Background: an optimization exercise with open tools, aiming at small area, a short achievable clock period and few clock cycles per item. Do not read the settings as production practice. Only simulation tests tie the RTL to the original design; equivalence was not proved.

## flow/run.sh

```bash
#!/bin/bash
# synth_recipe.tcl (not shown) runs the flow's synth.tcl, then flattens the netlist and writes it again
# the make line also repeats each setting of config.mk as NAME=value (left out here)
make -C /OpenROAD-flow-scripts/flow DESIGN_CONFIG=/design/flow/config.mk WORK_HOME=/design/flow/orfs CLKGATE_MAP_FILE= SYNTH_SCRIPT=/design/flow/synth_recipe.tcl finish
```

## flow/constraint.sdc

```tcl
create_clock -name core_clock -period 10.0 [get_ports {clk_i}]
set_input_delay 2.0000 -clock core_clock [delete_from_list [all_inputs] [get_ports {clk_i}]]
set_output_delay 2.0000 -clock core_clock [all_outputs]
set_load 0.01 [all_outputs]
```

## flow/design.v

```verilog
`default_nettype none
package rse_pkg;
  localparam int unsigned DataW   = 32;
  localparam int unsigned FuncW   = 3;
  localparam int unsigned StatusW = 3;
  localparam logic [FuncW-1:0] FuncPush = 3'd0;
  localparam logic [FuncW-1:0] FuncAdd  = 3'd1;
  localparam logic [FuncW-1:0] FuncSub  = 3'd2;
  localparam logic [FuncW-1:0] FuncMul  = 3'd3;
  localparam logic [FuncW-1:0] FuncDiv  = 3'd4;
  localparam logic [StatusW-1:0] StatusOk       = 3'd0;
  localparam logic [StatusW-1:0] StatusFew      = 3'd1;
  localparam logic [StatusW-1:0] StatusDivZero  = 3'd2;
  localparam logic [StatusW-1:0] StatusCount    = 3'd3;
  localparam logic [StatusW-1:0] StatusOverflow = 3'd4;
endpackage
`default_nettype wire
`default_nettype none
module rse_stack #(
  parameter int unsigned ENTRIES = 14
) (
  input  wire logic                            clk_i,
  input  wire logic                            we_i,
  input  wire logic [$clog2(ENTRIES)-1:0]      waddr_i,
  input  wire logic [rse_pkg::DataW-1:0]       wdata_i,
  input  wire logic [$clog2(ENTRIES)-1:0]      raddr_i,
  output logic [rse_pkg::DataW-1:0]            rdata_o
);
  logic [rse_pkg::DataW-1:0] mem_q [ENTRIES];
  always_ff @(posedge clk_i) begin
    if (we_i) begin
      mem_q[waddr_i] <= wdata_i;
    end
  end
  assign rdata_o = mem_q[raddr_i];
endmodule
`default_nettype wire
`default_nettype none
module rse_clz (
  input  wire logic [31:0] a_i,
  output logic [5:0]       n_o
);
  always_comb begin
    n_o = 6'd32;
    for (int i = 0; i < 32; i++) begin
      if (a_i[i]) n_o = 6'(31 - i);
    end
  end
endmodule
`default_nettype wire
`default_nettype none
module rpn_stack_evaluator_unit #(
  parameter int unsigned STACK_DEPTH = 16
) (
  input  wire logic        clk_i,
  input  wire logic        rst_ni,
  input  wire logic        s_axis_tvalid_i,
  output logic             s_axis_tready_o,
  input  wire logic [31:0] s_axis_tdata_i,   
  input  wire logic [2:0]  s_axis_tuser_i,   
  input  wire logic        s_axis_tlast_i,
  output logic             m_axis_tvalid_o,
  input  wire logic        m_axis_tready_i,
  output logic [31:0]      m_axis_tdata_o,   
  output logic [2:0]       m_axis_tuser_o    
);
  localparam int unsigned W  = rse_pkg::DataW;
  localparam int unsigned ME = STACK_DEPTH - 2;      
  localparam int unsigned MW = $clog2(ME);
  localparam int unsigned CW = $clog2(STACK_DEPTH + 1);
  localparam logic [2:0] SIdle = 3'd0;
  localparam logic [2:0] SMul  = 3'd1;
  localparam logic [2:0] SDivA = 3'd2;
  localparam logic [2:0] SDiv  = 3'd3;
  localparam logic [2:0] SFix  = 3'd4;
  logic                        in_v_q;
  logic [rse_pkg::FuncW-1:0]   in_f_q;
  logic [W-1:0]                in_d_q;
  logic                        in_l_q;
  logic [W-1:0]                t_q, t_d;
  logic [W-1:0]                n_q, n_d;
  logic [CW-1:0]               cnt_q, cnt_d;
  logic [rse_pkg::StatusW-1:0] err_q, err_d;
  logic [2:0]                  st_q, st_d;
  logic [W-1:0]                x_q, x_d;
  logic [4:0]                  it_q, it_d;
  logic                        neg_q, neg_d;
  logic                        prev_q, prev_d;
  logic                        opl_q, opl_d;       
  logic                        hold_q, hold_d;     
  logic                        ov_q, ov_d;
  logic [rse_pkg::StatusW-1:0] os_q, os_d;
  logic [W-1:0]                ox_q, ox_d;
  logic                        accept, exec, out_free;
  logic                        mem_we;
  logic [MW-1:0]               mem_waddr, mem_raddr;
  logic [W-1:0]                mem_rdata;
  logic [CW-1:0]               cnt_m2, cnt_m3;
  logic                        a_en, b_inv, b_cin;
  logic [W-1:0]                b_op;
  logic [W:0]                  sum;
  logic [5:0]                  clz_n, clz_t;
  logic                        sgn_mask;
  logic [5:0]                  shamt;
  logic [2:0]                  bd;
  logic                        bd_zero, bd_two, bd_neg;
  logic                        mul_done;
  logic [W-1:0]                quo;
  logic                        fin;
  logic [CW-1:0]               fin_cnt;
  logic [rse_pkg::StatusW-1:0] fin_err;
  logic [W-1:0]                fin_val;
  assign exec            = in_v_q && (st_q == SIdle) && !hold_q;
  assign s_axis_tready_o = !in_v_q || ((st_q == SIdle) && !hold_q);
  assign accept          = s_axis_tvalid_i && s_axis_tready_o;
  assign out_free        = !ov_q || m_axis_tready_i;
  assign cnt_m2    = cnt_q - CW'(2);
  assign cnt_m3    = cnt_q - CW'(3);
  assign mem_waddr = cnt_m2[MW-1:0];
  assign mem_raddr = cnt_m3[MW-1:0];
  rse_stack #(
    .ENTRIES(ME)
  ) u_stack (
    .clk_i   (clk_i),
    .we_i    (mem_we),
    .waddr_i (mem_waddr),
    .wdata_i (n_q),
    .raddr_i (mem_raddr),
    .rdata_o (mem_rdata)
  );
  assign sgn_mask = (st_q == SIdle);
  rse_clz u_clz_n (.a_i(n_q ^ {W{n_q[W-1] & sgn_mask}}), .n_o(clz_n));
  rse_clz u_clz_t (.a_i(t_q ^ {W{t_q[W-1] & sgn_mask}}), .n_o(clz_t));
  assign shamt = clz_t - clz_n;
  assign bd      = {x_q[1], x_q[0], prev_q};
  assign bd_zero = (bd == 3'b000) || (bd == 3'b111);
  assign bd_two  = (bd == 3'b011) || (bd == 3'b100);
  assign bd_neg  = bd[2] && !bd_zero;
  assign mul_done = (x_q[W-1:1] == '0) || (x_q[W-1:1] == '1);
  assign sum = {1'b0, (a_en ? n_q : W'(0))} + {1'b0, b_op ^ {W{b_inv}}} + (W+1)'(b_cin);
  assign quo = {x_q[W-2:0], sum[W]};
  always_comb begin
    a_en  = 1'b1;
    b_op  = t_q;
    b_inv = 1'b0;
    b_cin = 1'b0;
    case (st_q)
      SIdle: begin
        if (in_f_q == rse_pkg::FuncSub) begin
          b_inv = 1'b1;
          b_cin = 1'b1;
        end else if (in_f_q == rse_pkg::FuncDiv) begin
          a_en  = 1'b0;
          b_inv = 1'b1;
          b_cin = 1'b1;
        end
      end
      SMul: begin
        b_op  = bd_zero ? W'(0) : (bd_two ? {t_q[W-2:0], 1'b0} : t_q);
        b_inv = bd_neg;
        b_cin = bd_neg;
      end
      SDiv: begin
        b_inv = 1'b1;
        b_cin = 1'b1;
      end
      SFix: begin
        a_en  = 1'b0;
        b_cin = 1'b1;
      end
      default: begin
      end
    endcase
  end
  always_comb begin
    t_d     = t_q;
    n_d     = n_q;
    cnt_d   = cnt_q;
    err_d   = err_q;
    st_d    = st_q;
    x_d     = x_q;
    it_d    = it_q;
    neg_d   = neg_q;
    prev_d  = prev_q;
    opl_d   = opl_q;
    mem_we  = 1'b0;
    fin     = hold_q;
    if (exec) begin
      if (err_q == rse_pkg::StatusOk) begin
        case (in_f_q)
          rse_pkg::FuncPush: begin
            if (cnt_q == CW'(STACK_DEPTH)) begin
              err_d = rse_pkg::StatusOverflow;
            end else begin
              mem_we = (cnt_q >= CW'(2));
              n_d    = t_q;
              t_d    = in_d_q;
              cnt_d  = cnt_q + CW'(1);
            end
          end
          rse_pkg::FuncAdd, rse_pkg::FuncSub, rse_pkg::FuncMul, rse_pkg::FuncDiv: begin
            if (cnt_q < CW'(2)) begin
              err_d = rse_pkg::StatusFew;
            end else if (in_f_q == rse_pkg::FuncMul) begin
              st_d   = SMul;
              prev_d = 1'b0;
              n_d    = '0;
              if (clz_n > clz_t) begin
                x_d = n_q;
              end else begin
                x_d = t_q;
                t_d = n_q;
              end
            end else if (in_f_q == rse_pkg::FuncDiv) begin
              if (t_q == '0) begin
                err_d = rse_pkg::StatusDivZero;
              end else begin
                st_d  = SDivA;
                neg_d = n_q[W-1] ^ t_q[W-1];
                n_d   = n_q[W-1] ? W'(0) - n_q : n_q;
                t_d   = t_q[W-1] ? sum[W-1:0] : t_q;
              end
            end else begin
              t_d   = sum[W-1:0];
              n_d   = mem_rdata;
              cnt_d = cnt_q - CW'(1);
            end
          end
          default: begin
          end
        endcase
      end
      if (in_l_q) begin
        if (st_d == SIdle) begin
          fin = 1'b1;
        end else begin
          opl_d = 1'b1;
        end
      end
    end
    case (st_q)
      SMul: begin
        n_d    = sum[W-1:0];
        x_d    = {{2{x_q[W-1]}}, x_q[W-1:2]};
        prev_d = x_q[1];
        t_d    = {t_q[W-3:0], 2'b00};
        if (mul_done) begin
          st_d  = SIdle;
          t_d   = sum[W-1:0];
          n_d   = mem_rdata;
          cnt_d = cnt_q - CW'(1);
          fin   = opl_q;
          opl_d = 1'b0;
        end
      end
      SDivA: begin
        if (clz_t < clz_n) begin
          st_d  = SIdle;
          t_d   = '0;
          n_d   = mem_rdata;
          cnt_d = cnt_q - CW'(1);
          fin   = opl_q;
          opl_d = 1'b0;
        end else begin
          st_d = SDiv;
          t_d  = t_q << shamt[4:0];
          it_d = shamt[4:0];
          x_d  = '0;
        end
      end
      SDiv: begin
        if (sum[W]) begin
          n_d = sum[W-1:0];
        end
        x_d  = quo;
        t_d  = {1'b0, t_q[W-1:1]};
        it_d = it_q - 5'd1;
        if (it_q == 5'd0) begin
          if (neg_q) begin
            st_d = SFix;
            t_d  = ~quo;
          end else begin
            st_d  = SIdle;
            t_d   = quo;
            n_d   = mem_rdata;
            cnt_d = cnt_q - CW'(1);
            fin   = opl_q;
            opl_d = 1'b0;
          end
        end
      end
      SFix: begin
        st_d  = SIdle;
        t_d   = sum[W-1:0];
        n_d   = mem_rdata;
        cnt_d = cnt_q - CW'(1);
        fin   = opl_q;
        opl_d = 1'b0;
      end
      default: begin
      end
    endcase
  end
  assign fin_cnt = cnt_d;
  assign fin_err = err_d;
  assign fin_val = t_d;
  always_comb begin
    ov_d   = ov_q && !m_axis_tready_i;
    os_d   = os_q;
    ox_d   = ox_q;
    hold_d = 1'b0;
    if (fin) begin
      if (out_free) begin
        ov_d = 1'b1;
        ox_d = '0;
        if (fin_err != rse_pkg::StatusOk) begin
          os_d = fin_err;
        end else if (fin_cnt == CW'(1)) begin
          os_d = rse_pkg::StatusOk;
          ox_d = fin_val;
        end else begin
          os_d = rse_pkg::StatusCount;
        end
      end else begin
        hold_d = 1'b1;
      end
    end
  end
  always_ff @(posedge clk_i or negedge rst_ni) begin
    if (!rst_ni) begin
      in_v_q <= 1'b0;
      cnt_q  <= '0;
      err_q  <= rse_pkg::StatusOk;
      st_q   <= SIdle;
      opl_q  <= 1'b0;
      hold_q <= 1'b0;
      ov_q   <= 1'b0;
    end else begin
      if (accept) begin
        in_v_q <= 1'b1;
      end else if (exec) begin
        in_v_q <= 1'b0;
      end
      st_q   <= st_d;
      opl_q  <= opl_d;
      hold_q <= hold_d;
      ov_q   <= ov_d;
      if (fin && out_free) begin
        cnt_q <= '0;
        err_q <= rse_pkg::StatusOk;
      end else begin
        cnt_q <= cnt_d;
        err_q <= err_d;
      end
    end
  end
  always_ff @(posedge clk_i) begin
    if (accept) begin
      in_f_q <= s_axis_tuser_i;
      in_d_q <= s_axis_tdata_i;
      in_l_q <= s_axis_tlast_i;
    end
    t_q    <= t_d;
    n_q    <= n_d;
    x_q    <= x_d;
    it_q   <= it_d;
    neg_q  <= neg_d;
    prev_q <= prev_d;
    os_q   <= os_d;
    ox_q   <= ox_d;
  end
  assign m_axis_tvalid_o = ov_q;
  assign m_axis_tdata_o  = ox_q;
  assign m_axis_tuser_o  = os_q;
endmodule
`default_nettype wire
```

## flow/config.mk

```make
export PLATFORM = sky130hd
export DESIGN_NAME = rpn_stack_evaluator_unit
export DESIGN_NICKNAME = rpn_stack_evaluator_unit
export VERILOG_FILES = /design/flow/design.v
export SDC_FILE = /design/flow/constraint.sdc
export NUM_CORES = 4
export LEC_CHECK = 0
export CAP_MARGIN = 20
export CORE_MARGIN = 2
export CORE_UTILIZATION = 40
export SLEW_MARGIN = 20
```

==> results of run 1 <==
==> state kept, by name (all words and copies together) (netlist names), 3 cells and up <==
| signal | count |
|---|---|
| u_stack.mem_q | 448 |
| n_q | 32 |
| st_q | 3 |
| cnt_q | 5 |
| it_q | 5 |
| x_q | 32 |
| ox_q | 32 |
| os_q | 3 |
| in_f_q | 3 |
| err_q | 3 |
| t_q | 32 |
| in_d_q | 32 |
==> layer usage <==
layer	vias up	global-route usage, %	routed length (um)
li1	12300	-	-
met1	14000	38.5	52200
met2	1779	41.2	54800
met3	393	7.43	15100
met4	6	14.1	7320
met5	-	0.259	59
==> worst max-delay path: stages (launching register included) <==
cell and delay, ns:
dfxtp_1 0.97, or4b_2 0.82, a21oi_1 0.18, a21oi_1 0.09, nor3_1 0.31, o21ai_0 0.13
a21oi_1 0.15, a221oi_1 0.09, o21ai_0 0.23, a31oi_1 0.20, ha_1 0.29, fa_2 0.46
nor2b_1 0.12, o21ai_0 0.10, a21boi_1 0.20, o21ai_0 0.26, a21oi_1 0.77, and2_1 0.54
nor3_1 0.12, nor3_1 0.43, or3_1 0.50, nor3_1 0.10
==> cell families after synthesis <==
logic type | after synthesis | synth area share (%)
AO/OA/AOI/OAI | 947 | 17.9
AND/OR/NAND/NOR | 848 | 11.4
flip-flops | 637 | 51.0
buffers and inverters | 349 | 3.88
multiplexers | 237 | 10.9
XOR/XNOR | 125 | 3.08
adder cells (fa/ha/maj) | 50 | 1.83
==> stage by stage <==
stage               hold slack (ns)  worst slack [ns]  utilization [%]  instances
floorplan                     0.464              3.34                -       3193
global placement              0.473              2.73             42.9       4273
detailed placement            0.480              2.61             42.9       4273
CTS                           0.492              2.56             45.4       4399
global route                  0.531              2.11             45.5       4400
finish                        0.494              2.59             45.5       4400
==> cell type report <==
class	count	area share, %
Inverter	53	0.497
Clock inverter	37	0.874
Timing Repair Buffer	212	4.48
Multi-Input combinational cell	2207	40.7
Clock buffer	89	4.63
Sequential cell	637	45.2
Tap cell	1165	3.64
==> worst paths after layout <==
path                            startpoint  endpoint  slack, ns  cells past startpoint
worst max-delay path               n_q[31]   ox_q[8]       2.59                     21
worst min-delay path                 opl_q     opl_q       0.49                      1
worst max register to register     n_q[31]   ox_q[8]       2.59                     21
worst min register to register       opl_q     opl_q       0.49                      1
max in group asynchronous           rst_ni  cnt_q[0]       7.62                      1
min in group asynchronous           rst_ni   st_q[0]       1.81                      1
==> layout by cell type (no fill, tap or decap), types with 71 or more instances in the layout <==
cell and instances:
xnor2_1 95, buf_4 135, nand2_1 282, nor2_1 194, clkdlybuf4s50_1 76, edfxtp_1 527
a21oi_1 199, o21ai_0 233, clkbuf_16 71, dfxtp_1 95, mux4_2 120, mux2i_1 109
==> synthesized netlist by cell type, types with 18 or more instances <==
| cell | number | share of area, % |
|---|---|---|
| a211oi_1 | 52 | 1.1 |
| o211ai_1 | 23 | 0.49 |
| edfxtp_1 | 527 | 45 |
| xnor2_1 | 97 | 2.4 |
| or2_2 | 18 | 0.32 |
| a21oi_1 | 199 | 2.8 |
| a221o_1 | 27 | 0.76 |
| a22oi_1 | 62 | 1.3 |
| o22ai_1 | 29 | 0.51 |
| xor2_1 | 28 | 0.69 |
| a221oi_1 | 58 | 1.4 |
| mux4_2 | 120 | 7.6 |
| nor2_1 | 198 | 2.1 |
| and2_1 | 72 | 1.3 |
| dfxtp_1 | 95 | 5.4 |
| buf_2 | 29 | 0.41 |
| nand3_1 | 62 | 0.87 |
| inv_1 | 53 | 0.56 |
| nand2b_1 | 21 | 0.37 |
| o21ai_0 | 236 | 3.3 |
| mux2i_1 | 109 | 3.1 |
| nand2_1 | 282 | 3.0 |
| or3_1 | 18 | 0.32 |
| ha_1 | 47 | 1.7 |
| a21o_1 | 33 | 0.70 |
| nand4_1 | 23 | 0.41 |
| nor4_1 | 29 | 0.51 |
| a31oi_1 | 32 | 0.56 |
| clkbuf_1 | 236 | 2.5 |
| o221ai_1 | 62 | 1.5 |
| nor3_1 | 54 | 0.76 |
| buf_1 | 25 | 0.26 |
| and3_1 | 27 | 0.48 |
==> flow_summary.toml, run 1 <==
[run_status]
outcome = "timing/DRC/antenna clean"

[placement]
gp_congestion = 1.01
place.port_buffers = 76
dp_hpwl_um = 84900
placed_area_um2 = 37800

[final_layout]
n_fill_cell = 8153
post-route-cell-area_um2 = 40100
num_antenna_cells = 0
drive_gt1_share_pct = 13.9
multiInputGateArea_um2 = 16300
nets = 3272
final-seq-area_um2 = 18100
syn2layout_area_growth_pct = 12.9

[route]
drtIter0Drc = 4247
drcViolationCount = 0
drt-wirelength-per-cell_um = 29.4
first_pass_iters = 7
via_count = 28500
wl_um = 129000
postRouteAntennaNets = 0
vias_per_cell = 6.47

[hold_path]
worstHoldPathType = "reg2reg"

[worst_setup_path]
cp-start-kind = "register"
cp_max_fo = 27
worstPathRequired_ns = 10.33
cp-end-kind = "register"
crit_arrival_ns = 7.74
criticalPathCategory = "reg2reg"

[grt]
grt_usage_pct = 28.1
grt_pass1_vias = 26700
gr-total-overflow = 0
antenna_found_initial = 2
grt_pass1_wl_um = 188000
grt_max_degree = 67

[cts]
cts-resized-gates = 0
clk_latency_ns = 0.64
clock_tree.root_cell = "clkbuf_16"
cts_num_sinks = 637
cts-htree-levels = 3
ctsHoldBuffers = 0
cts_tree = "yes"
clockBufferDepth = 3
cts_buffers = 71
clk_pin_slew_worst_paths_ns = 0.06
post_cts_buffers = 0

[run]
cap_viol_max_count = 0

[yosys]
synth_cell_types = 88
avgSynthCellArea_um2 = 11.1
mappedNetlistNets = 3283
synth_warnings = 3
ys.flop_type = "edfxtp_1"
seq_area_frac_synth_pct = 51.0
yosys_register_bits = 637
syn_area_um2 = 35500
synthCells = 3193
synth_edf_count = 527
async_flop_share_pct = 2.35

[timing]
worstMarginPinSlew_ns = 1.31
slew_headroom_pct = 12.2
hold_viol = 0
clock_skew_ns = 0.0436
setup_viol = 0
max_freq_mhz = 135
min_period_ns = 7.41
maxSlewViolCount = 0
setup_tns_ns = 0
rsz0062_at_grt = "false"
fin_crit_sh_pct = 74.1

[die]
num_io_pins = 77
die_area_um2 = 91100
die_w_um = 302
fp.dieH_um = 302
rows = 109
initial_core_util_pct = 40.3
core_um2 = 88100
Testbench counts, summed over its fixed seeds: cycles 76,038, tokens 32,033.
==> run 2, diff against run 1 <==
--- a/flow/design.v
+++ b/flow/design.v
@@ -88,6 +88,10 @@
   logic                        prev_q, prev_d;
   logic                        opl_q, opl_d;       
   logic                        hold_q, hold_d;     
+  logic                        rdy_q, rdy_d;       
+  logic                        in_v_d;
+  logic [4:0]                  sh_q, sh_d;         
+  logic                        qz_q, qz_d;         
   logic                        ov_q, ov_d;
   logic [rse_pkg::StatusW-1:0] os_q, os_d;
   logic [W-1:0]                ox_q, ox_d;
@@ -100,8 +104,8 @@
   logic [W-1:0]                b_op;
   logic [W:0]                  sum;
   logic [5:0]                  clz_n, clz_t;
-  logic                        sgn_mask;
-  logic [5:0]                  shamt;
+  logic                        pow_n, pow_t;
+  logic [6:0]                  shamt;
   logic [2:0]                  bd;
   logic                        bd_zero, bd_two, bd_neg;
   logic                        mul_done;
@@ -111,7 +115,7 @@
   logic [rse_pkg::StatusW-1:0] fin_err;
   logic [W-1:0]                fin_val;
   assign exec            = in_v_q && (st_q == SIdle) && !hold_q;
-  assign s_axis_tready_o = !in_v_q || ((st_q == SIdle) && !hold_q);
+  assign s_axis_tready_o = rdy_q;
   assign accept          = s_axis_tvalid_i && s_axis_tready_o;
   assign out_free        = !ov_q || m_axis_tready_i;
   assign cnt_m2    = cnt_q - CW'(2);
@@ -128,10 +132,11 @@
     .raddr_i (mem_raddr),
     .rdata_o (mem_rdata)
   );
-  assign sgn_mask = (st_q == SIdle);
-  rse_clz u_clz_n (.a_i(n_q ^ {W{n_q[W-1] & sgn_mask}}), .n_o(clz_n));
-  rse_clz u_clz_t (.a_i(t_q ^ {W{t_q[W-1] & sgn_mask}}), .n_o(clz_t));
-  assign shamt = clz_t - clz_n;
+  rse_clz u_clz_n (.a_i(n_q ^ {W{n_q[W-1]}}), .n_o(clz_n));
+  rse_clz u_clz_t (.a_i(t_q ^ {W{t_q[W-1]}}), .n_o(clz_t));
+  assign pow_n = n_q[W-1] && ((~n_q[W-1:1] & n_q[W-2:0]) == '0);
+  assign pow_t = t_q[W-1] && ((~t_q[W-1:1] & t_q[W-2:0]) == '0);
+  assign shamt = 7'(clz_t) + 7'(pow_n) - 7'(clz_n) - 7'(pow_t);
   assign bd      = {x_q[1], x_q[0], prev_q};
   assign bd_zero = (bd == 3'b000) || (bd == 3'b111);
   assign bd_two  = (bd == 3'b011) || (bd == 3'b100);
@@ -185,6 +190,9 @@
     opl_d   = opl_q;
     mem_we  = 1'b0;
     fin     = hold_q;
+    fin_val = t_q;
+    sh_d    = sh_q;
+    qz_d    = qz_q;
     if (exec) begin
       if (err_q == rse_pkg::StatusOk) begin
         case (in_f_q)
@@ -196,6 +204,7 @@
               n_d    = t_q;
               t_d    = in_d_q;
               cnt_d  = cnt_q + CW'(1);
+              fin_val = in_d_q;
             end
           end
           rse_pkg::FuncAdd, rse_pkg::FuncSub, rse_pkg::FuncMul, rse_pkg::FuncDiv: begin
@@ -217,6 +226,8 @@
               end else begin
                 st_d  = SDivA;
                 neg_d = n_q[W-1] ^ t_q[W-1];
+                sh_d  = shamt[4:0];
+                qz_d  = shamt[6];
                 n_d   = n_q[W-1] ? W'(0) - n_q : n_q;
                 t_d   = t_q[W-1] ? sum[W-1:0] : t_q;
               end
@@ -224,6 +235,7 @@
               t_d   = sum[W-1:0];
               n_d   = mem_rdata;
               cnt_d = cnt_q - CW'(1);
+              fin_val = sum[W-1:0];
             end
           end
           default: begin
@@ -250,21 +262,23 @@
           n_d   = mem_rdata;
           cnt_d = cnt_q - CW'(1);
           fin   = opl_q;
+          fin_val = sum[W-1:0];
           opl_d = 1'b0;
         end
       end
       SDivA: begin
-        if (clz_t < clz_n) begin
+        if (qz_q) begin
           st_d  = SIdle;
           t_d   = '0;
+          fin_val = '0;
           n_d   = mem_rdata;
           cnt_d = cnt_q - CW'(1);
           fin   = opl_q;
           opl_d = 1'b0;
         end else begin
           st_d = SDiv;
-          t_d  = t_q << shamt[4:0];
-          it_d = shamt[4:0];
+          t_d  = t_q << sh_q;
+          it_d = sh_q;
           x_d  = '0;
         end
       end
@@ -282,6 +296,7 @@
           end else begin
             st_d  = SIdle;
             t_d   = quo;
+            fin_val = quo;
             n_d   = mem_rdata;
             cnt_d = cnt_q - CW'(1);
             fin   = opl_q;
@@ -292,6 +307,7 @@
       SFix: begin
         st_d  = SIdle;
         t_d   = sum[W-1:0];
+        fin_val = sum[W-1:0];
         n_d   = mem_rdata;
         cnt_d = cnt_q - CW'(1);
         fin   = opl_q;
@@ -303,7 +319,6 @@
   end
   assign fin_cnt = cnt_d;
   assign fin_err = err_d;
-  assign fin_val = t_d;
   always_comb begin
     ov_d   = ov_q && !m_axis_tready_i;
     os_d   = os_q;
@@ -326,6 +341,8 @@
       end
     end
   end
+  assign in_v_d = accept || (in_v_q && !exec);
+  assign rdy_d  = !in_v_d || ((st_d == SIdle) && !hold_d);
   always_ff @(posedge clk_i or negedge rst_ni) begin
     if (!rst_ni) begin
       in_v_q <= 1'b0;
@@ -335,16 +352,14 @@
       opl_q  <= 1'b0;
       hold_q <= 1'b0;
       ov_q   <= 1'b0;
+      rdy_q  <= 1'b0;
     end else begin
-      if (accept) begin
-        in_v_q <= 1'b1;
-      end else if (exec) begin
-        in_v_q <= 1'b0;
-      end
+      in_v_q <= in_v_d;
       st_q   <= st_d;
       opl_q  <= opl_d;
       hold_q <= hold_d;
       ov_q   <= ov_d;
+      rdy_q  <= rdy_d;
       if (fin && out_free) begin
         cnt_q <= '0;
         err_q <= rse_pkg::StatusOk;
@@ -365,6 +380,8 @@
     x_q    <= x_d;
     it_q   <= it_d;
     neg_q  <= neg_d;
+    sh_q   <= sh_d;
+    qz_q   <= qz_d;
     prev_q <= prev_d;
     os_q   <= os_d;
     ox_q   <= ox_d;
==> run 2 against run 1 <==
Highest routed layer unchanged. Non-clock buffer count grew 11. Critical path depth grew 2. Global-route usage grew 1.5 points. Utilization shrank 0.057 points. Clock skew shrank 0.018 ns. Worst hold slack gained 0.0091 ns. Largest cell class unchanged. Critical endpoint is now ox_q[31].
==> flow_summary.toml, run 2 <==
[final_layout]
drive_gt1_share_pct = 12.8
syn2layout_area_growth_pct = 12.4
mostFrequentLayoutCells = "edfxtp_1, nand2_1, a21oi_1"
largest-register = "u_stack.mem_q"
stdcell_count = 4826
fin_util_pct = 45.4
nets = 3624
largest_reg_flops = 448
layout_commonest_cell = "edfxtp_1"

[timing]
maxSlewViolCount = 0
setup_viol = 0
setup_tns_ns = 0
worstMarginPinSlew_ns = 1.18
slew_headroom_pct = 21.1
rsz0062_at_grt = "false"
hold_viol = 0
max_freq_mhz = 153
clock_skew_ns = 0.0253
fin_crit_sh_pct = 65.4
min_period_ns = 6.54

[hold_path]
min_path_cells = 1
hold_start = "opl_q"
worstHoldEndpoint = "opl_q"
worstHoldPathType = "reg2reg"

[cts]
ctsHoldBuffers = 0
cts_num_sinks = 644
clockBufferDepth = 3
cts_buffers = 73
clk_pin_slew_worst_paths_ns = 0.07
cts-resized-gates = 0
cts_tree = "yes"
cts-htree-levels = 3
post_cts_buffers = 0
clk_latency_ns = 0.66
clock_tree.root_cell = "clkbuf_16"

[run_status]
outcome = "timing/DRC/antenna clean"

[yosys]
seq_area_frac_synth_pct = 49.3
yosys_register_bits = 644
synth.most_common_cell = "edfxtp_1"
synth_warnings = 3
ys.flop_type = "edfxtp_1"
synth_top_area_share_pct = 44.9
syn_area_um2 = 37800
synth_common_cells = "edfxtp_1, nand2_1, a21oi_1, nor2_1, clkbuf_1"
avgSynthCellArea_um2 = 10.6
synth_edf_count = 565
async_flop_share_pct = 2.48
synthCells = 3568
mappedNetlistNets = 3675
yosys.area.top_type = "edfxtp_1"
synthTopCellsByArea = "edfxtp_1, mux4_2, mux2i_1"
synth_cell_types = 92

[route]
postRouteAntennaNets = 0
drcViolationCount = 0
via_count = 31200
first_pass_iters = 9
wl_um = 146000
drtIter0Drc = 4236
drt-wirelength-per-cell_um = 30.2
vias_per_cell = 6.47

[worst_setup_path]
cp_max_fo = 31
rr_worst_depth = 23
cp-end-kind = "register"
crit_arrival_ns = 7.02
crit_buf_inv = 3
regToRegSetupSlack_ns = 3.46
criticalPathCategory = "reg2reg"
r2r-end = "ox_q[31]"
max_stage_delay_ns = 0.62
critPathSlowestCell = "dfrtp_1"
r2r-start = "st_q[2]"
crit_chain = "nand2b_1 -> nor2_2 -> buf_4 -> inv_1 -> nor2_2 -> buf_4 -> o221ai_1 -> xnor2_1 -> ha_1 -> nor2b_1 -> o21ai_1 -> a21boi_1 -> o21ai_1 -> nand2b_1 -> a31oi_1 -> o21ai_2 -> o2bb2ai_1 -> a311oi_1 -> o31ai_1 -> xor2_1 -> nand2_1 -> a221o_1 -> a31oi_1"
worstPathRequired_ns = 10.48
cp-start-kind = "register"
cp_top_family = "compound AO/OA/AOI/OAI gates"

[placement]
place.port_buffers = 76
place_inst = 4695
gp_congestion = 1.05
dp_hpwl_um = 95400

[die]
core_um2 = 93500
num_io_pins = 77
initial_core_util_pct = 40.4
die_area_um2 = 96900
rows = 112
fp.dieH_um = 311
die_w_um = 311

[grt]
grt_max_degree = 67
grt_usage_pct = 29.6
gr-total-overflow = 0
antenna_found_initial = 4
grt_pass1_vias = 29300
grt_pass1_wl_um = 211000

[run]
cap_viol_max_count = 0
run 2: cell count changes in the layout (fill, tap and decap cells not counted), moves of 40 or more:
| cell | change |
|---|---|
| a21oi_1 | +120 |
| nor2_1 | +107 |
| nand2_1 | +87 |
| mux2i_1 | +77 |
| o22ai_1 | +41 |
| o21ai_0 | -40 |
run 2: per-stage QoR:
stage	area [um^2]	setup slack [ns]	hold slack, ns
after floorplan	37800	4.51	0.464
after global placement	40100	3.74	0.482
after detailed placement	40100	3.57	0.489
after CTS	42400	3.50	0.503
after global routing	42400	3.01	0.534
final	42400	3.46	0.503
run 2: logic make-up (layout without fill, tap and decap cells):
group | Yosys count | count (layout) | share of synthesized area [%]
xor+xnor | 126 | 126 | 2.92
flops | 644 | 644 | 49.3
mux | 311 | 311 | 12.0
simple gates | 970 | 970 | 11.3
buf+inv | 420 | 423 | 4.39
other cells | 0 | 1 | 0
compound gates | 1029 | 1029 | 17.6
fa+ha+maj | 68 | 68 | 2.37
run 2: layer usage:
metal	GRT usage (%)	up-vias	wire length, um
met5	0	-	45
met4	17.3	6	9910
met3	6.62	441	15500
met2	43.2	2062	62200
met1	40.4	15300	58300
li1	-	13400	-
run 2: area by class of cell:
type / instances / area, um^2
repair buffers: 223 / 1880
well taps: 1254 / 1570
inverters: 71 / 267
diodes: 1 / 2.50
clock buffers: 87 / 1910
fillers: 8628 / 51000
flip-flops and latches: 644 / 18600
multi-input cells: 2504 / 17800
clock inverters: 42 / 404
run 2: worst reg2reg max path, delay by kind of cell (launching register included):
family	cells	cell delay, ns
AOI/OAI and AO/OA	11	2.53
xor gates and xnor gates	2	0.81
adders and majority gates	1	0.28
buffers and inverters	3	0.92
DFF	1	0.62
and+or+nand+nor	6	1.21
run 2: worst max path at each step:
| stage | startpoint | end | slack, ns | depth (start not counted) |
|---|---|---|---|---|
| CTS | st_q[2] | ox_q[31] | 3.50 | 23 |
| global route | st_q[2] | ox_q[31] | 3.01 | 23 |
| global placement | st_q[2] | ox_q[31] | 3.74 | 23 |
| floorplan | cnt_q[0] | u_stack.mem_q[13][0] | 4.51 | 12 |
| detailed placement | st_q[2] | ox_q[31] | 3.57 | 23 |
| finish | st_q[2] | ox_q[31] | 3.46 | 23 |
Testbench counts of run 2, summed over its fixed seeds: cycles 76,038, tokens 32,033.
==> run 3, diff against run 2 <==
--- a/flow/config.mk
+++ b/flow/config.mk
@@ -5,7 +5,9 @@
 export SDC_FILE = /design/flow/constraint.sdc
 export NUM_CORES = 4
 export LEC_CHECK = 0
+export ABC_CLOCK_PERIOD_IN_PS = 3000
 export CAP_MARGIN = 20
 export CORE_MARGIN = 2
 export CORE_UTILIZATION = 40
+export SETUP_SLACK_MARGIN = 5
 export SLEW_MARGIN = 20
==> run 3 against run 2 <==
Non-clock buffer count is 79 higher. Sequential share of layout area shrank 2.0 points. Synthesized cell count did not move. Critical path type unchanged. Worst setup slack improved by 1.4 ns. Largest cell class unchanged.
==> flow_summary.toml, run 3 <==
[run_status]
outcome = "timing/DRC/antenna clean"

[die]
initial_core_util_pct = 40.4
die_w_um = 311
rows = 112
die_area_um2 = 96900
fp.dieH_um = 311
core_um2 = 93500
num_io_pins = 77

[yosys]
yosys.area.top_type = "edfxtp_1"
synthCells = 3568
synth_edf_count = 565
synth_cell_types = 92
synthTopCellsByArea = "edfxtp_1, mux4_2, mux2i_1"
mappedNetlistNets = 3675
avgSynthCellArea_um2 = 10.6
synth_warnings = 3
synth_common_cells = "edfxtp_1, nand2_1, a21oi_1, nor2_1, clkbuf_1"
async_flop_share_pct = 2.48
seq_area_frac_synth_pct = 49.3
yosys_register_bits = 644
ys.flop_type = "edfxtp_1"
synth.most_common_cell = "edfxtp_1"
synth_top_area_share_pct = 44.9
syn_area_um2 = 37800

[hold_path]
worstHoldPathType = "reg2reg"
min_path_cells = 1

[grt]
grt_usage_pct = 28.9
grt_pass1_wl_um = 208000
grt_max_degree = 69
antenna_found_initial = 2
grt_pass1_vias = 29200
gr-total-overflow = 0

[worst_setup_path]
regToRegSetupSlack_ns = 4.89
cp_max_fo = 13
rr_worst_depth = 24
crit_arrival_ns = 5.65
cp.depth = 24
worstPathRequired_ns = 10.54
cp-start-kind = "register"
cp-end-kind = "register"
critPathSlowestCell = "dfrtp_2"
criticalPathCategory = "reg2reg"
max_stage_delay_ns = 0.45
cp_top_family = "compound AO/OA/AOI/OAI gates"
crit_chain = "buf_12 -> clkinvlp_4 -> buf_6 -> nand2_1 -> nor2_2 -> nor2_1 -> fa_2 -> inv_2 -> fa_2 -> a21o_1 -> a21oi_2 -> o21bai_1 -> a21oi_2 -> o21ai_2 -> a31oi_4 -> o21ai_4 -> a41oi_2 -> nand2_2 -> a221o_1 -> a31oi_4 -> buf_4 -> buf_12 -> a211o_4 -> a221o_1"
crit_buf_inv = 6

[timing]
setup_viol = 0
setup_tns_ns = 0
maxSlewViolCount = 0
setup_ws_ns = 4.89
max_freq_mhz = 196
min_period_ns = 5.11
hold_viol = 0
clock_skew_ns = 0.0238
slew_headroom_pct = 19.6
worstMarginPinSlew_ns = 1.20
rsz0062_at_grt = "true"
fin_crit_sh_pct = 51.1

[route]
wl_um = 145000
first_pass_iters = 7
drtIter0Drc = 4678
via_count = 31700
drcViolationCount = 0
vias_per_cell = 6.46
postRouteAntennaNets = 0
drt-wirelength-per-cell_um = 29.6

[placement]
dp_hpwl_um = 91200
place.port_buffers = 76
pre_cts_slack_ns = 3.87
gp_congestion = 1.05

[final_layout]
mostFrequentLayoutCells = "edfxtp_1, nand2_1, a21oi_1"
largest-register = "u_stack.mem_q"
layout_commonest_cell = "edfxtp_1"
nets = 3711
syn2layout_area_growth_pct = 17.9
drive_gt1_share_pct = 17.9
largest_reg_flops = 448

[cts]
clk_pin_slew_worst_paths_ns = 0.06
cts_num_sinks = 644
clock_tree.root_cell = "clkbuf_16"
cts-htree-levels = 3
cts_buffers = 76
clk_latency_ns = 0.66
clockBufferDepth = 3
cts_tree = "yes"

[run]
cap_viol_max_count = 0
## run 3: worst paths after layout
check,from,to
min reg2reg,opl_q,opl_q
max reg2reg,st_q[1],n_q[0]
min,opl_q,opl_q
min in group asynchronous,rst_ni,opl_q
max in group asynchronous,rst_ni,cnt_q[0]
max,st_q[1],n_q[0]
## run 3: routing by layer
metal / vias to the layer above / GRT usage, % / share of wire, %
met5: - / 0 / 0.0096
met4: 2 / 14.1 / 5.8
met3: 445 / 7.06 / 12
met2: 2094 / 42.9 / 43
met1: 15600 / 39.4 / 39
li1: 13600 / - / -
## run 3: timing repair
| action | CTS | global route |
|---|---|---|
| resized for setup | 77 | 131 |
| buffers inserted | 52 | 32 |
| hold buffers | 0 | 0 |
| gates cloned | 8 | 7 |
| endpoints found under the setup margin | 190 | 137 |
| pin swaps | 25 | 59 |
## run 3: area by class of cell
class / instances / area, um^2
antenna: 1 / 2.50
clock buffer: 94 / 2020
clock inverter: 38 / 467
fill: 8449 / 49000
inverter: 71 / 275
multi-input combinational: 2509 / 18500
sequential: 644 / 18700
tap: 1254 / 1570
timing repair buffer: 302 / 2980
## run 3: stage by stage
| stage | hold slack (ns) | area (um^2) | util, % | cells |
|---|---|---|---|---|
| floorplan | 0.464 | 37800 | - | 3568 |
| global placement | 0.475 | 40000 | 42.8 | 4681 |
| detailed placement | 0.482 | 40000 | 42.8 | 4681 |
| CTS | 0.495 | 43500 | 46.5 | 4873 |
| global route | 0.527 | 44500 | 47.6 | 4912 |
| finish | 0.495 | 44500 | 47.6 | 4913 |
## run 3: kinds of logic (layout without fill, tap and decap cells)
logic type      Yosys count  in the layout  share of synthesized area [%]
mux                     311            311                           12.0
xor+xnor                126            126                           2.92
flops                   644            644                           49.3
other cells               0              1                              0
simple gates            970            970                           11.3
buf+inv                 420            505                           4.39
fa+ha+maj                68             68                           2.37
compound gates         1029           1034                           17.6
==> run 4, diff against run 3 <==
--- a/flow/design.v
+++ b/flow/design.v
@@ -49,6 +49,43 @@
 endmodule
 `default_nettype wire
 `default_nettype none
+module rse_add (
+  input  wire logic [31:0] a_i,
+  input  wire logic [31:0] b_i,
+  input  wire logic        cin_i,
+  output logic [31:0]      sum_o,
+  output logic             cout_o
+);
+  logic [32:0] g [7];
+  logic [32:0] p [7];
+  always_comb begin
+    g[0][0] = cin_i;
+    p[0][0] = 1'b0;
+    for (int i = 0; i < 32; i++) begin
+      g[0][i+1] = a_i[i] & b_i[i];
+      p[0][i+1] = a_i[i] ^ b_i[i];
+    end
+    for (int l = 0; l < 7; l++) begin
+      if (l > 0) begin
+        for (int i = 0; i < 33; i++) begin
+          if ((i >> (l - 1)) % 2 == 1) begin
+            g[l][i] = g[l-1][i] | (p[l-1][i] & g[l-1][((i >> (l - 1)) << (l - 1)) - 1]);
+            p[l][i] = p[l-1][i] & p[l-1][((i >> (l - 1)) << (l - 1)) - 1];
+          end else begin
+            g[l][i] = g[l-1][i];
+            p[l][i] = p[l-1][i];
+          end
+        end
+      end
+    end
+    for (int i = 0; i < 32; i++) begin
+      sum_o[i] = p[0][i+1] ^ g[6][i];
+    end
+    cout_o = g[6][32];
+  end
+endmodule
+`default_nettype wire
+`default_nettype none
 module rpn_stack_evaluator_unit #(
   parameter int unsigned STACK_DEPTH = 16
 ) (
@@ -103,6 +140,7 @@
   logic                        a_en, b_inv, b_cin;
   logic [W-1:0]                b_op;
   logic [W:0]                  sum;
+  logic [W-1:0]                n_abs;
   logic [5:0]                  clz_n, clz_t;
   logic                        pow_n, pow_t;
   logic [6:0]                  shamt;
@@ -142,7 +180,20 @@
   assign bd_two  = (bd == 3'b011) || (bd == 3'b100);
   assign bd_neg  = bd[2] && !bd_zero;
   assign mul_done = (x_q[W-1:1] == '0) || (x_q[W-1:1] == '1);
-  assign sum = {1'b0, (a_en ? n_q : W'(0))} + {1'b0, b_op ^ {W{b_inv}}} + (W+1)'(b_cin);
+  rse_add u_add (
+    .a_i    (a_en ? n_q : W'(0)),
+    .b_i    (b_op ^ {W{b_inv}}),
+    .cin_i  (b_cin),
+    .sum_o  (sum[W-1:0]),
+    .cout_o (sum[W])
+  );
+  rse_add u_absn (
+    .a_i    (n_q ^ {W{n_q[W-1]}}),
+    .b_i    (W'(0)),
+    .cin_i  (n_q[W-1]),
+    .sum_o  (n_abs),
+    .cout_o ()
+  );
   assign quo = {x_q[W-2:0], sum[W]};
   always_comb begin
     a_en  = 1'b1;
@@ -228,7 +279,7 @@
                 neg_d = n_q[W-1] ^ t_q[W-1];
                 sh_d  = shamt[4:0];
                 qz_d  = shamt[6];
-                n_d   = n_q[W-1] ? W'(0) - n_q : n_q;
+                n_d   = n_abs;
                 t_d   = t_q[W-1] ? sum[W-1:0] : t_q;
               end
             end else begin
--- a/flow/config.mk
+++ b/flow/config.mk
@@ -5,7 +5,7 @@
 export SDC_FILE = /design/flow/constraint.sdc
 export NUM_CORES = 4
 export LEC_CHECK = 0
-export ABC_CLOCK_PERIOD_IN_PS = 3000
+export ABC_AREA = 1
 export CAP_MARGIN = 20
 export CORE_MARGIN = 2
 export CORE_UTILIZATION = 40
==> run 4 against run 3 <==
Utilization decreased by 0.33 points. First-iteration DRC count grew 23%. Die area fell by 1.9%. Clock skew is 0.014 ns higher. Critical path type unchanged. Non-clock buffer count decreased by 21. Sequential share of layout area increased by 1.1 points. Still clean. Synthesized cell count is 16% higher. Critical endpoint is now n_q[30]. Critical path depth up 10. Highest routed layer unchanged. Wire length up 15%.
==> flow_summary.toml, run 4 <==
[run_status]
outcome = "timing/DRC/antenna clean"

[die]
die_area_um2 = 95100
num_io_pins = 77
die_w_um = 308
fp.dieH_um = 308
core_um2 = 91700
initial_core_util_pct = 40.4
rows = 111

[final_layout]
nets = 4341
n_fill_cell = 8747
largest-register = "u_stack.mem_q"
post-route-cell-area_um2 = 43400
mostFrequentLayoutCells = "nand2_1, edfxtp_1, nor2_1"
multiInputGateArea_um2 = 16800
layout_commonest_cell = "nand2_1"
drive_gt1_share_pct = 12.6
largest_reg_flops = 448
syn2layout_area_growth_pct = 17.0
final-seq-area_um2 = 18700

[route]
via_count = 35100
drt-wirelength-per-cell_um = 30.6
drcViolationCount = 0
vias_per_cell = 6.41
wl_um = 167000
postRouteAntennaNets = 0
drtIter0Drc = 5736
first_pass_iters = 7

[placement]
gp_congestion = 1.07
place.port_buffers = 76
dp_hpwl_um = 107000
placed_area_um2 = 39100

[worst_setup_path]
cp_top_family = "buffers and inverters"
max_stage_delay_ns = 0.47
cp-end-kind = "register"
worstPathRequired_ns = 10.55
criticalPathCategory = "reg2reg"
crit_buf_inv = 11
crit_arrival_ns = 5.52
crit_top_cell = "nand2_2"
critPathSlowestCell = "fa_2"
cp_max_fo = 8
cp-start-kind = "register"

[timing]
fin_crit_sh_pct = 49.7
setup_tns_ns = 0
setup_viol = 0
min_period_ns = 4.97
slew_headroom_pct = 18.5
max_freq_mhz = 201
maxSlewViolCount = 0
hold_viol = 0
rsz0062_at_grt = "true"
worstMarginPinSlew_ns = 1.19
clock_skew_ns = 0.0375

[grt]
gr-total-overflow = 0
grt_pass1_wl_um = 232000
antenna_found_initial = 6
grt_pass1_vias = 31600
grt_usage_pct = 34.2
grt_max_degree = 142

[run]
cap_viol_max_count = 0

[yosys]
synthTopCellsByArea = "edfxtp_1, nand2_1, o21ai_0"
synth_top_area_share_pct = 45.8
synthCells = 4155
synth.most_common_cell = "nand2_1"
async_flop_share_pct = 2.48
synth_cell_types = 74
avgSynthCellArea_um2 = 8.92
synth_edf_count = 565
synth_common_cells = "nand2_1, edfxtp_1, nor2_1"
yosys.area.top_type = "edfxtp_1"
ys.flop_type = "edfxtp_1"
yosys_register_bits = 644
mappedNetlistNets = 4270
seq_area_frac_synth_pct = 50.3
synth_warnings = 6
syn_area_um2 = 37000

[cts]
cts_num_sinks = 644
cts_tree = "yes"
clk_pin_slew_worst_paths_ns = 0.06
cts_buffers = 74
clock_tree.root_cell = "clkbuf_16"
clockBufferDepth = 3
clk_latency_ns = 0.68
ctsHoldBuffers = 0
cts-htree-levels = 3

[hold_path]
worstHoldPathType = "reg2reg"
## run 4: routing by layer
| layer | track usage (%) | wire (um) | up-vias |
|---|---|---|---|
| met2 | 49.7 | 69500 | 2462 |
| met5 | 0 | 77 | - |
| li1 | - | - | 15100 |
| met1 | 44.4 | 63800 | 16800 |
| met4 | 20.6 | 13100 | 10 |
| met3 | 10.9 | 20800 | 689 |
## run 4: worst min-delay path, cell delays in order, from the launching register on
cell	delay, ns
dfrtp_1	0.36
inv_1	0.06
a21oi_1	0.06
## run 4: cell type report
| class | instances | area share (%) |
|---|---|---|
| timing repair inverter | 3 | 0.0548 |
| inverter | 327 | 3.01 |
| antenna | 2 | 0.0115 |
| sequential | 644 | 43.0 |
| timing repair buffer | 281 | 6.12 |
| clock inverter | 46 | 1.26 |
| multi-input combinational | 2895 | 38.7 |
| clock buffer | 88 | 4.39 |
| tap | 1186 | 3.42 |
## run 4: logic make-up after synthesis
logic type / after synthesis / synth area share, %
adders and majority gates: 75 / 2.72
muxes: 23 / 0.621
AOI/OAI and AO/OA: 1277 / 21.2
xor gates and xnor gates: 131 / 3.25
DFF: 644 / 50.3
buffers and inverters: 617 / 6.51
and+or+nand+nor: 1388 / 15.4
## run 4: final timing paths
| check | slack, ns | start | endpoint | cells after the start |
|---|---|---|---|---|
| worst max-delay path | 5.03 | st_q[0] | n_q[30] | 34 |
| worst min-delay path | 0.53 | opl_q | opl_q | 2 |
| worst max register to register | 5.03 | st_q[0] | n_q[30] | 34 |
| worst min register to register | 0.53 | opl_q | opl_q | 2 |
| max in group asynchronous | 7.63 | rst_ni | cnt_q[0] | 1 |
| min in group asynchronous | 1.79 | rst_ni | opl_q | 1 |
## run 4: timing repair
action	in CTS	in global routing
endpoints found under the hold margin	0	0
gates resized for setup	79	127
gates cloned	6	5
setup buffers	42	50
endpoints found under the setup margin	156	181
pin swaps	13	45
## run 4: per-stage QoR
stage	worst slack, ns	cells	util (%)	hold slack [ns]
finish	5.03	5472	47.3	0.527
global route	4.86	5470	47.3	0.528
CTS	5.01	5415	46.2	0.520
detailed placement	2.79	5233	42.7	0.509
global placement	2.93	5232	42.7	0.506
floorplan	5.03	4155	-	0.480
Testbench counts of run 4, summed over its fixed seeds: cycles 76,038, tokens 32,033.
==> run 5, diff against run 4 <==
--- a/flow/config.mk
+++ b/flow/config.mk
@@ -5,7 +5,6 @@
 export SDC_FILE = /design/flow/constraint.sdc
 export NUM_CORES = 4
 export LEC_CHECK = 0
-export ABC_AREA = 1
 export CAP_MARGIN = 20
 export CORE_MARGIN = 2
 export CORE_UTILIZATION = 40
==> run 5 against run 4 <==
Via count down 10%. Area after synthesis up 0.58%. Cell area up 3.0%. Utilization up 1.3 points. Final cell count down 13%. Wire length down 13%. Critical endpoint is now n_q[2].
==> flow_summary.toml, run 5 <==
[run_status]
outcome = "timing/DRC/antenna clean"

[yosys]
avgSynthCellArea_um2 = 10.9
synth_edf_count = 565
synth_common_cells = "edfxtp_1, nor2_1, a21oi_1"
synth_warnings = 6
synthMuxAreaShare_pct = 11.7
yosys_register_bits = 644
yosys.area_share.xor_xnor_pct = 3.31
synth_compound_gate_area_share_pct = 17.7
synthAdderAreaFrac_pct = 2.75
synth_cell_types = 90
synth.most_common_cell = "edfxtp_1"
synthTopCellsByArea = "edfxtp_1, mux4_2, mux2i_1"
yosys.area.top_type = "edfxtp_1"
synth_top_family_by_area = "compound AO/OA/AOI/OAI gates"
synthCells = 3410
async_flop_share_pct = 2.48
synth-simple-area-share_pct = 10.4
ys.flop_type = "edfxtp_1"
synth_top_area_share_pct = 45.5
seq_area_frac_synth_pct = 50.0
syn_area_um2 = 37300
mappedNetlistNets = 3525

[cts]
cts_num_sinks = 644
cts-htree-levels = 3
cts_buffers = 72
clockBufferDepth = 3
clk_pin_slew_worst_paths_ns = 0.06
cts_tree = "yes"
clk_latency_ns = 0.66
clock_tree.root_cell = "clkbuf_16"
ctsHoldBuffers = 0

[die]
fp.dieH_um = 309
rows = 111
die_w_um = 309
num_io_pins = 77
die_area_um2 = 95600
initial_core_util_pct = 40.5
core_um2 = 91900

[final_layout]
post-route-cell-area_um2 = 44600
largest_reg_flops = 448
nets = 3595
mostFrequentLayoutCells = "edfxtp_1, nor2_1, a21oi_1"
syn2layout_area_growth_pct = 19.8
drive_gt1_share_pct = 20.6
layout_commonest_cell = "edfxtp_1"
largest-register = "u_stack.mem_q"
fin_util_pct = 48.6
stdcell_count = 4777

[route]
drt-wirelength-per-cell_um = 30.5
top_layer = "met5"
wl_met2_um = 59100
drcViolationCount = 0
vias_per_cell = 6.59
first_pass_iters = 10
postRouteAntennaNets = 0
drtIter0Drc = 5009
via_count = 31500
met3_length_um = 20100
wl_um = 146000
wl_met1_um = 58200

[placement]
dp_hpwl_um = 90700
gp_congestion = 1.02
place_inst = 4524
place.port_buffers = 76
placed_area_um2 = 39700

[grt]
gr-total-overflow = 0
grt_usage_pct = 29.8
grt_pass1_wl_um = 208000
grt_max_degree = 97
antenna_found_initial = 4
grt_pass1_vias = 29000

[worst_setup_path]
cp-end-kind = "register"
cp_max_fo = 6
cp-start-kind = "register"
crit_arrival_ns = 5.86
criticalPathCategory = "reg2reg"
worstPathRequired_ns = 10.47

[timing]
maxSlewViolCount = 0
max_freq_mhz = 185
min_period_ns = 5.39
setup_viol = 0
worstMarginPinSlew_ns = 1.22
slew_headroom_pct = 16.6
clock_skew_ns = 0.0406
setup_tns_ns = 0
rsz0062_at_grt = "true"
hold_viol = 0
fin_crit_sh_pct = 53.9

[run]
cap_viol_max_count = 0

[hold_path]
worstHoldPathType = "reg2reg"
-- run 5: cell types whose count changed after synthesis, sizes merged, moves of 65 or more --
| cell | before | now |
|---|---|---|
| nand2 | 711 | 209 |
| o21ai | 472 | 211 |
| inv | 315 | 57 |
| nor2 | 502 | 337 |
| mux2i | 23 | 162 |
| mux4 | 0 | 116 |
| o221ai | 127 | 62 |
-- run 5: path summary, 6_finish.rpt --
check                      cells past startpoint  startpoint  slack [ns]        to
max                                           25   in_f_q[1]        4.61    n_q[2]
min                                            2       opl_q        0.54     opl_q
max reg2reg                                   25   in_f_q[1]        4.61    n_q[2]
min reg2reg                                    2       opl_q        0.54     opl_q
max in group asynchronous                      1      rst_ni        7.61  cnt_q[0]
min in group asynchronous                      1      rst_ni        1.82  cnt_q[3]
-- run 5: kinds of logic after synthesis --
| family | after synthesis |
|---|---|
| buf+inv | 401 |
| xor+xnor | 141 |
| compound gates | 1016 |
| simple gates | 842 |
| flops | 644 |
| fa+ha+maj | 77 |
| mux | 289 |
-- run 5: area by class of cell --
| cell class | count | area (um^2) |
|---|---|---|
| Antenna cell | 1 | 2.50 |
| Clock buffer | 90 | 1910 |
| Clock inverter | 37 | 442 |
| Fill cell | 8330 | 47300 |
| Inverter | 60 | 263 |
| Multi-Input combinational cell | 2367 | 18500 |
| Sequential cell | 644 | 18700 |
| Tap cell | 1243 | 1560 |
| Timing Repair Buffer | 335 | 3320 |
-- run 5: metal layers --
metal  vias to the layer above  track usage [%]
li1                      13200                -
met1                     15500             41.8
met5                         -                0
met2                      2326             41.3
met3                       474             9.75
met4                         2             14.4
-- run 5: per-stage QoR --
step           worst slack [ns]  hold slack [ns]
3_5_place_dp               3.22            0.538
5_1_grt                    4.42            0.569
2_1_floorplan              4.94            0.463
3_3_place_gp               3.34            0.490
6_report                   4.61            0.545
4_1_cts                    4.46            0.552
-- run 5: what timing repair did --
| action | 4_1_cts | 5_1_grt |
|---|---|---|
| cloned | 12 | 5 |
| buffers inserted | 71 | 37 |
| setup endpoints to repair | 153 | 133 |
| gates resized for setup | 137 | 187 |
| pin swaps | 67 | 97 |
-- run 5: worst max-delay path, cell delays in order (launching register included) --
cell and delay, ns:
edfxtp_1 0.51, inv_2 0.13, nor2_4 0.05, o21bai_4 0.15
nor3_4 0.05, a21oi_2 0.15, o2bb2ai_4 0.09, buf_12 0.13
buf_12 0.14, buf_8 0.13, xnor2_1 0.12, ha_1 0.30
a21o_1 0.21, a31o_4 0.24, a21oi_4 0.15, o21bai_4 0.10
a41o_4 0.24, o21ai_4 0.16, a21oi_2 0.08, a211o_1 0.26
and4_4 0.16, nor3_4 0.17, o21bai_4 0.12, fa_2 0.41
a31oi_1 0.76, o221ai_1 0.20

==> static timing again, ports no longer ideal <==
How much do the figures lean on ideal ports? The routed layouts below were timed once more, with nothing changed but the port constraints. Step 1: set_driving_cell puts a clkbuf_16 on clk_i and a buf_2 on each other input, an assumption about the parent block. Step 2 also shifts input and output timing later by t, the mid clock arrival at the registers, as if the neighbouring blocks saw the same clock. a / b / c = ideal ports / drivers / drivers and shift; a / b = the first two.
run | t (ns) | setup WS [ns] | hold WS [ns] | worst register clock-pin slew, ns
run 1 | 0.697 | 2.590 / 2.590 / 2.590 | 0.494 / 0.494 / 0.494 | 0.06 / 0.06
run 2 | 0.717 | 3.459 / 3.459 / 3.459 | 0.503 / 0.503 / 0.503 | 0.07 / 0.07
run 3 | 0.719 | 4.887 / 4.887 / 4.887 | 0.495 / 0.495 / 0.495 | 0.07 / 0.07
run 4 | 0.738 | 5.033 / 5.033 / 5.033 | 0.527 / 0.527 / 0.527 | 0.07 / 0.07
run 5 | 0.710 | 4.605 / 4.605 / 4.605 | 0.545 / 0.545 / 0.545 | 0.07 / 0.07
After both steps every run listed still meets setup and hold.
